This design comes from an exercise in tuning for small area and a short achievable clock period on the open sky130 flow, not from production work.
Only simulation tests tie the RTL to the original design; equivalence was not proved.
The flow treats the clock pin as an ideal source. Dropping or thinning the clock tree relies on that and would not hold on a real chip.

## trial 14
// mul_pipe
module mul_pipe (
    input  logic        clk,
    input  logic        reset_n,
    input  logic        valid_i,
    input  logic [2:0]  funct3_i,
    input  logic [31:0] op1_data_i,
    input  logic [31:0] op2_data_i,
    input  logic [4:0]  rd_i,
    input  logic        ctrl_reg_write_i,
    input  logic        flush_i,
    output logic        valid_result_o,
    output logic [31:0] result_o,
    output logic [4:0]  rd_o,
    output logic        ctrl_reg_write_o,
    output logic        op_ending_o,
    output logic        busy_o,
    output logic        unsupported_o
);
    logic [4:0]  vld_q;
    logic        unsup_q;
    logic [4:0]  wr_q;
    logic [4:0]  rd0_q, rd1_q, rd2_q, rd3_q, rd4_q;
    logic [31:0] res2_q, res3_q, res4_q;
    logic [32:0] na_q;   
    logic [15:0] nbo_q, nbt_q, bn_q;   
    logic [15:0] bo_d, bt_d, bn_d;
    logic [34:0] b_in;
    assign b_in = {{2{~funct3_i[1] & op2_data_i[31]}}, op2_data_i, 1'b0};
    always_comb begin
        for (int k = 0; k < 16; k++) begin
            bo_d[k] = b_in[2*k+1] ^ b_in[2*k];
            bt_d[k] = (b_in[2*k+2] & ~b_in[2*k+1] & ~b_in[2*k]) |
                      (~b_in[2*k+2] & b_in[2*k+1] & b_in[2*k]);
            bn_d[k] = b_in[2*k+2];
        end
    end
    logic        u_q;    
    logic        hi_q;
    logic        accept;
    assign accept = valid_i & ~funct3_i[2] & ~flush_i;
  ...
Size: roughly 2900 cells after synthesis, roughly 280 flip-flops, roughly 120 I/O pins, about 28000 um^2 of cells after synthesis.
==> flow/config.mk <==
export PLATFORM = sky130hd
export DESIGN_NAME = mul_pipe
export DESIGN_NICKNAME = mul_pipe
export VERILOG_FILES = /design/flow/design.v
export SDC_FILE = /design/flow/constraint.sdc
export NUM_CORES = 4
export LEC_CHECK = 0
export ABC_AREA = 1
export CAP_MARGIN = 20
export CORE_MARGIN = 2
export CORE_UTILIZATION = 40
export SETUP_SLACK_MARGIN = 5
export SLEW_MARGIN = 20
==> flow/constraint.sdc <==
create_clock -name core_clock -period 10.0 [get_ports {clk}]
set_input_delay 2.0000 -clock core_clock [delete_from_list [all_inputs] [get_ports {clk}]]
set_output_delay 2.0000 -clock core_clock [all_outputs]
set_load 0.01 [all_outputs]
standard.sh (not shown) runs the stock make flow with config.mk's settings and CLKGATE_MAP_FILE= SYNTH_SCRIPT=/design/flow/synth_recipe.tcl, a recipe that flattens the netlist after the stock synthesis.
==> flow/flow/run.sh <==
#!/bin/bash
# Own layout flow: the standard flow with these changes.
#  1. Synthesis: ORFS's synth.tcl, but Yosys's generic ABC pass before adder
#     extraction is skipped and only full adders are extracted, so the
#     design's explicit full adders map to full-adder cells without inverters.
#     The registers are exactly those of the standard synthesis.
#  2. After CTS (POST_CTS_TCL hook), the clock of the internal E1 pipeline
#     registers is delayed (useful skew between internal registers only) and
#     setup and hold are repaired there, since CTS's own repair is skipped.
#  3. Port buffers are the smallest buffer; the clock tree uses clkbuf_8 and
#     no dummy loads.
#  4. Timing repair aims at a shorter period than the constraint (setup margin).
# Each tool's output goes to a log file in the work folder.
set -euo pipefail
W=$PWD
# the modified synthesis script
sed -e 's|synth -top $::env(DESIGN_NAME) -run fine: {\*}$synth_full_args|synth -top $::env(DESIGN_NAME) -run fine: -noabc {*}$synth_full_args|' \
    -e 's|extract_fa {\*}\[dont_use_extract_fa_args\]|extract_fa -fa|' \
    "$FLOW_HOME/scripts/synth.tcl" > "$W/own_synth.tcl"
grep -q -- '-run fine: -noabc' "$W/own_synth.tcl"
grep -q -- 'extract_fa -fa' "$W/own_synth.tcl"
sed -e "s|source \$::env(SCRIPTS_DIR)/synth.tcl|source $W/own_synth.tcl|" synth_recipe.tcl > "$W/own_synth_recipe.tcl"
grep -q "own_synth.tcl" "$W/own_synth_recipe.tcl"
sed -e "s|SYNTH_SCRIPT=[^ ]*|SYNTH_SCRIPT=$W/own_synth_recipe.tcl|" standard.sh > "$W/own_standard.sh"
grep -q "own_synth_recipe.tcl" "$W/own_standard.sh"
# repair aims at a period well below the 10 ns constraint (setup margin)
EXTRA=("SETUP_SLACK_MARGIN=5.7")
# smallest buffers on the ports (timing repair upsizes where needed), and a
# clock tree of smaller buffers without dummy loads
EXTRA+=("BUFFER_PORTS_ARGS=-buffer_cell sky130_fd_sc_hd__buf_1")
EXTRA+=("CTS_ARGS=-sink_clustering_enable -repair_clock_nets -dont_use_dummy_load -buf_list sky130_fd_sc_hd__clkbuf_8 -sink_clustering_size 16 -sink_clustering_max_diameter 80")
if [[ -f "$W/flow/skew.tcl" ]]; then
  EXTRA+=("POST_CTS_TCL=$W/flow/skew.tcl" "SKIP_CTS_REPAIR_TIMING=1")
fi
bash "$W/own_standard.sh" "${EXTRA[@]}" finish > "$W/make_flow.log" 2>&1
test -s "$W/out/final.def"
==> flow/flow/skew.tcl <==
# POST_CTS hook: delay the clock of the internal E1 pipeline registers
# (useful skew between internal registers only: E0 -> E1 gets more time,
# E1 -> E2 less). E1 registers are neither fed by inputs nor drive outputs.
# The E1 registers get a clock subtree of their own: from the root clock net
# a chain of delay cells drives a trunk buffer, which drives one clock buffer
# per cluster of E1 registers. Then setup and hold are repaired.
set skew_pattern {^(s1_q|c1_q|ci1_q)(\\?\[|\$)}
set dly_chain {sky130_fd_sc_hd__clkdlybuf4s50_1 sky130_fd_sc_hd__clkdlybuf4s50_1 sky130_fd_sc_hd__clkdlybuf4s25_1}
set per_cluster 9
set buf_master_name sky130_fd_sc_hd__clkbuf_8

set db [ord::get_db]
set block [ord::get_db_block]
set buf_master [$db findMaster $buf_master_name]

# the root clock net: output of the buffer the clock port drives
set port_net [$block findNet clk]
set root_net ""
foreach it [$port_net getITerms] {
  if { [$it isInputSignal] } {
    set rinst [$it getInst]
    foreach ot [$rinst getITerms] {
      if { [$ot isOutputSignal] } { set root_net [$ot getNet] }
    }
  }
}
if { $root_net == "" } { error "skew: root clock net not found" }
puts "skew: root clock net [$root_net getName]"

set regs {}
foreach inst [$block getInsts] {
  if { [regexp $skew_pattern [$inst getName]] } { lappend regs $inst }
}
set n [llength $regs]
set k [expr {($n + $per_cluster - 1) / $per_cluster}]
puts "skew: $n registers in $k clusters"

# balanced clusters of at most per_cluster registers: strips by x, then
# groups by y within each strip
set pts {}
foreach inst $regs { lappend pts [$inst getLocation] }
set idx {}
for {set i 0} {$i < $n} {incr i} { lappend idx [list $i [lindex $pts $i 0] [lindex $pts $i 1]] }
set nstrip [expr {int(ceil(sqrt($k)))}]
set byx [lsort -integer -index 1 $idx]
set assign [lrepeat $n 0]
set cent {}
set c 0
for {set s 0} {$s < $nstrip} {incr s} {
  set lo [expr {int($s * $n / $nstrip)}]
  set hi [expr {int(($s + 1) * $n / $nstrip)}]
  set strip [lsort -integer -index 2 [lrange $byx $lo [expr {$hi - 1}]]]
  set m [llength $strip]
  set ng [expr {($m + $per_cluster - 1) / $per_cluster}]
  for {set g 0} {$g < $ng} {incr g} {
    set glo [expr {int($g * $m / $ng)}]
    set ghi [expr {int(($g + 1) * $m / $ng)}]
    set sx 0; set sy 0
    foreach e [lrange $strip $glo [expr {$ghi - 1}]] {
      lset assign [lindex $e 0] $c
      set sx [expr {$sx + [lindex $e 1]}]; set sy [expr {$sy + [lindex $e 2]}]
    }
    set cnt [expr {$ghi - $glo}]
    lappend cent [list [expr {$sx / $cnt}] [expr {$sy / $cnt}]]
    incr c
  }
}
set k $c
puts "skew: $k balanced clusters"
# overall centroid for the chain and trunk
set sx 0; set sy 0
foreach p $pts { set sx [expr {$sx + [lindex $p 0]}]; set sy [expr {$sy + [lindex $p 1]}] }
set gx [expr {$sx / $n}]; set gy [expr {$sy / $n}]

proc mkcell { block master name x y innet } {
  set inst [odb::dbInst_create $block $master $name]
  $inst setLocation $x $y
  $inst setPlacementStatus PLACED
  set out [odb::dbNet_create $block "${name}_net"]
  $out setSigType CLOCK
  [$inst findITerm A] connect $innet
  [$inst findITerm X] connect $out
  return $out
}
set prev $root_net
set i 0
foreach m $dly_chain {
  set prev [mkcell $block [$db findMaster $m] "skew_dly_$i" $gx $gy $prev]
  incr i
}
set trunk [mkcell $block $buf_master "skew_trunk" $gx $gy $prev]
set old_nets {}
for {set c 0} {$c < $k} {incr c} {
  set q [lindex $cent $c]
  set cnet [mkcell $block $buf_master "skew_leaf_$c" [lindex $q 0] [lindex $q 1] $trunk]
  foreach inst $regs a $assign {
    if { $a == $c } {
      set it [$inst findITerm CLK]
      lappend old_nets [$it getNet]
      $it disconnect
      $it connect $cnet
    }
  }
}
# remove clock buffers left without loads
foreach net [lsort -unique $old_nets] {
  if { [llength [$net getITerms]] == 1 } {
    set drv [lindex [$net getITerms] 0]
    set binst [$drv getInst]
    puts "skew: removing unloaded clock buffer [$binst getName]"
    odb::dbInst_destroy $binst
    odb::dbNet_destroy $net
  }
}
detailed_placement
estimate_parasitics -placement
report_clock_skew
report_worst_slack -max
report_worst_slack -min
repair_timing -setup -setup_margin $::env(SETUP_SLACK_MARGIN) -verbose
repair_timing -hold -hold_margin 0.05 -verbose
repair_timing -setup -setup_margin $::env(SETUP_SLACK_MARGIN) -verbose
detailed_placement
check_placement -verbose
estimate_parasitics -placement
report_worst_slack -max
report_worst_slack -min
report_checks -path_delay max -group_path_count 3 -format end
report_check_types -max_slew -max_capacitance -violators
The final report for trial 14 shows a completed flow and a layout that fails verification, specifically hold timing.
Input changes introduced in trial 63 (baseline for comparison: trial 14):
Settings: HOLD_SLACK_MARGIN: unset -> 0.15.
-- flow/flow/run.sh --
<<< trial 14, line 25
grep -q "own_synth_recipe.tcl" "$W/own_standard.sh"
# repair aims at a period well below the 10 ns constraint (setup margin)
EXTRA=("SETUP_SLACK_MARGIN=5.7")
# smallest buffers on the ports (timing repair upsizes where needed), and a
# clock tree of smaller buffers without dummy loads
>>> trial 63, line 25
grep -q "own_synth_recipe.tcl" "$W/own_standard.sh"
# repair aims at a period well below the 10 ns constraint (setup margin)
EXTRA=("SETUP_SLACK_MARGIN=5.85")
# smallest buffers on the ports (timing repair upsizes where needed), and a
# clock tree of smaller buffers without dummy loads
-- flow/flow/skew.tcl --
<<< trial 14, line 6
# per cluster of E1 registers. Then setup and hold are repaired.
set skew_pattern {^(s1_q|c1_q|ci1_q)(\\?\[|\$)}
set dly_chain {sky130_fd_sc_hd__clkdlybuf4s50_1 sky130_fd_sc_hd__clkdlybuf4s50_1 sky130_fd_sc_hd__clkdlybuf4s25_1}
set per_cluster 9
set buf_master_name sky130_fd_sc_hd__clkbuf_8
>>> trial 63, line 6
# per cluster of E1 registers. Then setup and hold are repaired.
set skew_pattern {^(s1_q|c1_q|ci1_q)(\\?\[|\$)}
set dly_chain {sky130_fd_sc_hd__clkdlybuf4s50_1 sky130_fd_sc_hd__clkdlybuf4s50_1 sky130_fd_sc_hd__clkdlybuf4s50_1}
set per_cluster 9
set buf_master_name sky130_fd_sc_hd__clkbuf_8
<<< trial 14, line 119
report_worst_slack -min
repair_timing -setup -setup_margin $::env(SETUP_SLACK_MARGIN) -verbose
repair_timing -hold -hold_margin 0.05 -verbose
repair_timing -setup -setup_margin $::env(SETUP_SLACK_MARGIN) -verbose
detailed_placement
>>> trial 63, line 119
report_worst_slack -min
repair_timing -setup -setup_margin $::env(SETUP_SLACK_MARGIN) -verbose
repair_timing -hold -hold_margin 0.2 -verbose
repair_timing -setup -setup_margin $::env(SETUP_SLACK_MARGIN) -verbose
detailed_placement
Trial 63: all stages complete, timing, DRC and antenna checks passed. Looking at category of the critical setup timing path, the flop to flop result is from trial 63; the input port to primary output one comes from trial 14. Going from trial 14 to trial 63, wire length of the first global-routing pass up about 1%, share of the cycle needed by the critical path after routing flat, worst hold slack went up by 0.23 ns.

==> separate check: timing with driven ports <==
In the flow no input, the clock included, has a driving cell. The finished layouts below were timed again as built, in two steps. Step 1: set_driving_cell puts a clkbuf_16 on clk and a buf_2 on each other input, an assumption about the parent block. Step 2, shift: input delay + t, output delay - t, t = (earliest + latest rising clock arrival at the registers) / 2. This alone moves slack from input paths to output paths. Three values: ideal, step 1, step 2; two values: the first two.
run	t, ns	setup WS [ns]	hold slack, ns	clock arrival spread, ns	worst data-port slew with drivers (ns)
trial 14	1.308	5.723 / 5.684 / 5.684	-0.062 / -0.062 / -0.062	1.273 / 1.273	0.06
trial 63	1.442	5.709 / 5.680 / 5.680	0.167 / 0.167 / 0.167	1.525 / 1.524	0.05
In trial 14 and trial 63 the clock reaches the registers at very different times; t lies between them, and the last value is a rough guide only. The setup slack of trial 14, which loses most, moves by -0.039 ns with the drivers and by -0.039 ns with both steps.
